Background: an optimization exercise with open tools, aiming at small area, a short achievable clock period and few clock cycles per item. Do not read the settings as production practice.
RTL that was checked went through simulation tests only; none was proved equivalent to the original.

PW:
Design fft2d_top, start of the top module:
module fft2d_top (
  input  logic                          clk,
  input  logic                          arst_n,
  input  logic                          in_valid,
  output logic                          in_ready,
  input  logic signed [16-1:0]  in_re,
  input  logic signed [16-1:0]  in_im,
  output logic                          out_valid,
  input  logic                          out_ready,
  output logic signed [20-1:0] out_re,
  output logic signed [20-1:0] out_im,
  output logic                          out_last
);
For scale: ~5,200 cells after synthesis, about 970 flip-flops, about 79 I/O pins, ~50,000 um^2 of cells after synthesis.
make LEC_CHECK=0 ABC_AREA=1 CAP_MARGIN=20 CORE_MARGIN=2 CORE_UTILIZATION=40 PLACE_DENSITY=0.6 SETUP_SLACK_MARGIN=3.0 SLEW_MARGIN=20 finish   # period 6.0 ns
run.sh (not shown) runs the stock make flow with config.mk's settings and CLKGATE_MAP_FILE= SYNTH_SCRIPT=/design/flow/synth_recipe.tcl, a recipe that flattens the netlist after the stock synthesis.
PW: all stages complete, timing, DRC and antenna checks passed
Testbench counts of PW, summed over its fixed seeds: cycles 6,304, samples 6,144.
Relative to PW, the following input files were edited for MS:
--- a/flow/design.v
+++ b/flow/design.v
@@ -68,35 +68,38 @@
       xv       <= xv_n;
       xc       <= xc_n;
       pa       <= pa_n;
       pb       <= pb_n;
       in_ready <= !(xv_n && ((xc_n == 2'd1 && pa_n) || (xc_n == 2'd2 && pb_n)));
     end
   end
-  logic sel_pq, sel_cd, sel_q, sel_x0;           
-  logic sel_pq_n, sel_cd_n, sel_q_n, sel_x0_n;   
-  always_ff @(posedge clk)
+  always_comb
   begin
-    sel_pq   <= pa_n;
-    sel_cd   <= !pa_n && pb_n;
-    sel_q    <= !pb_n && xc_n[0];
-    sel_x0   <= !pb_n && !xc_n[0];
-    sel_pq_n <= !pa_n;
-    sel_cd_n <= pa_n || !pb_n;
-    sel_q_n  <= pb_n || !xc_n[0];
-    sel_x0_n <= pb_n || xc_n[0];
-  end
-  assign o1r = ({RW{sel_pq}} & RW'(pr)) | ({RW{sel_cd}} & RW'(cr)) |
-               ({RW{sel_q}} & RW'(qr)) | ({RW{sel_x0}} & RW'(x0r));
-  assign o1i = ({RW{!sel_pq_n}} & RW'(pim)) | ({RW{!sel_cd_n}} & RW'(cim)) |
-               ({RW{!sel_q_n}} & RW'(qim)) | ({RW{!sel_x0_n}} & RW'(x0i));
-  assign o2r = ({RW{sel_pq}} & RW'(qr)) | ({RW{sel_cd}} & RW'(dim)) |
-               ({RW{!sel_pq && !sel_cd}} & RW'(xre));
-  assign o2i = ({RW{!sel_pq_n}} & RW'(qim)) | ({RW{!sel_cd_n}} & RW'(dr)) |
-               ({RW{sel_pq_n && sel_cd_n}} & RW'(xim));
+    if (pa)
+    begin
+      o1r = RW'(pr);
+      o1i = RW'(pim);
+      o2r = RW'(qr);
+      o2i = RW'(qim);
+    end
+    else if (pb)
+    begin
+      o1r = RW'(cr);
+      o1i = RW'(cim);
+      o2r = RW'(dim);   
+      o2i = RW'(dr);    
+    end
+    else
+    begin
+      o1r = xc[0] ? RW'(qr)  : RW'(x0r);
+      o1i = xc[0] ? RW'(qim) : RW'(x0i);
+      o2r = RW'(xre);
+      o2i = RW'(xim);
+    end
+  end
   assign ar = o1r + o2r;
   assign ai = o1i + o2i;
   assign br = o1r - o2r;
   assign bi = o1i - o2i;
   always_ff @(posedge clk)
   begin
     if (xgo)
@@ -135,15 +138,15 @@
   assign w[2] = {bi, br};
   assign w[3] = {ai, br};
   logic [15:0][EW-1:0] m;        
   logic [3:0]          v;        
   logic [3:0]          e;        
   logic                mode;     
   logic                wmode;    
-  logic [3:1]          hmode;    
+  logic                hmode_n;  
   logic [1:0]          wrow;     
   logic                ld1;      
   logic                cons;     
   logic [1:0]          bin;      
   logic [1:0]          rcol;     
   logic                rdf;      
   logic                flip;     
@@ -198,15 +201,15 @@
   always_ff @(posedge clk or negedge arst_n)
   begin
     if (!arst_n)
     begin
       v       <= '0;
       mode    <= 1'b0;
       wmode   <= 1'b0;
-      hmode   <= '0;
+      hmode_n <= 1'b1;
       wrow    <= '0;
       rdf     <= 1'b0;
     end
     else
     begin
       for (int j = 0; j < 3; j++)
         if (e[j])
@@ -214,15 +217,15 @@
       if (e[3])
         v[3] <= phb || flip;
       if (pha)
         wrow <= wrow + 2'd1;
       if (flip)
       begin
         mode    <= ~mode;   
-        hmode   <= ~hmode;
+        hmode_n <= mode;
       end
       if (phb)
         wmode <= mode;
       if (flip)
         rdf <= 1'b1;
       else if (cons && rcol == 2'd3)
         rdf <= 1'b0;
@@ -240,20 +243,18 @@
   logic [OW-1:0]        sr, cr2, si, ci2;   
   logic signed [OW-1:0] yr, yi;
   logic                 oa;       
   logic                 kv;       
   logic signed [OW-1:0] kre, kim;
   logic                 klast;
   logic                 s1go;     
-  assign hr[0] = m[0][RW-1:0];
-  assign hi[0] = m[0][EW-1:RW];
-  for (genvar g = 1; g < 4; g++)
+  for (genvar g = 0; g < 4; g++)
   begin : g_head
     logic [EW-1:0] h;
-    assign h     = hmode[g] ? m[g] : m[g*4];
+    assign h     = hmode_n ? m[g*4] : m[g];
     assign hr[g] = h[RW-1:0];
     assign hi[g] = h[EW-1:RW];
   end
   assign b0 = bin[0];
   assign b1 = bin[1];
   assign ng = b0 || b1;
   assign t0r = OW'(hr[0]);
Findings:
- Relative to PW, post-route clock period utilization has gone up in MS.
- Per the comparison of MS with PW, number of non-clock buffers rose 251; synthesized-area fraction occupied by xor and xnor cells about even; number of multi-input combinational cells in the layout fell about 0.4%.
No functional check of the RTL was part of MS.

afterwards: timing with drivers on the ports:
How much do the figures lean on ideal ports? The routed layouts below were timed once more, with nothing changed but the port constraints.
Step 1, drivers: a clkbuf_16 drives clk and a buf_2 each remaining input, both assumed.
Step 2 times the ports against the registers' clock, not the clock port: input delays grow and output delays shrink by t, the midpoint of the rising clock arrivals with the driver on.
a / b / c = ideal ports / drivers / drivers and shift; a / b = the first two.
run | shift t [ns] | setup WS [ns] | worst register clock-pin slew, ns
PW | 0.760 | 3.052 / 3.052 / 2.996 | 0.06 / 0.06
MS | 0.764 | 2.717 / 2.717 / 2.717 | 0.07 / 0.07
After both steps setup and hold are still met in every run listed. For PW, which loses most, drivers alone change the setup slack by 0.000 ns; drivers and shift together by -0.056 ns.
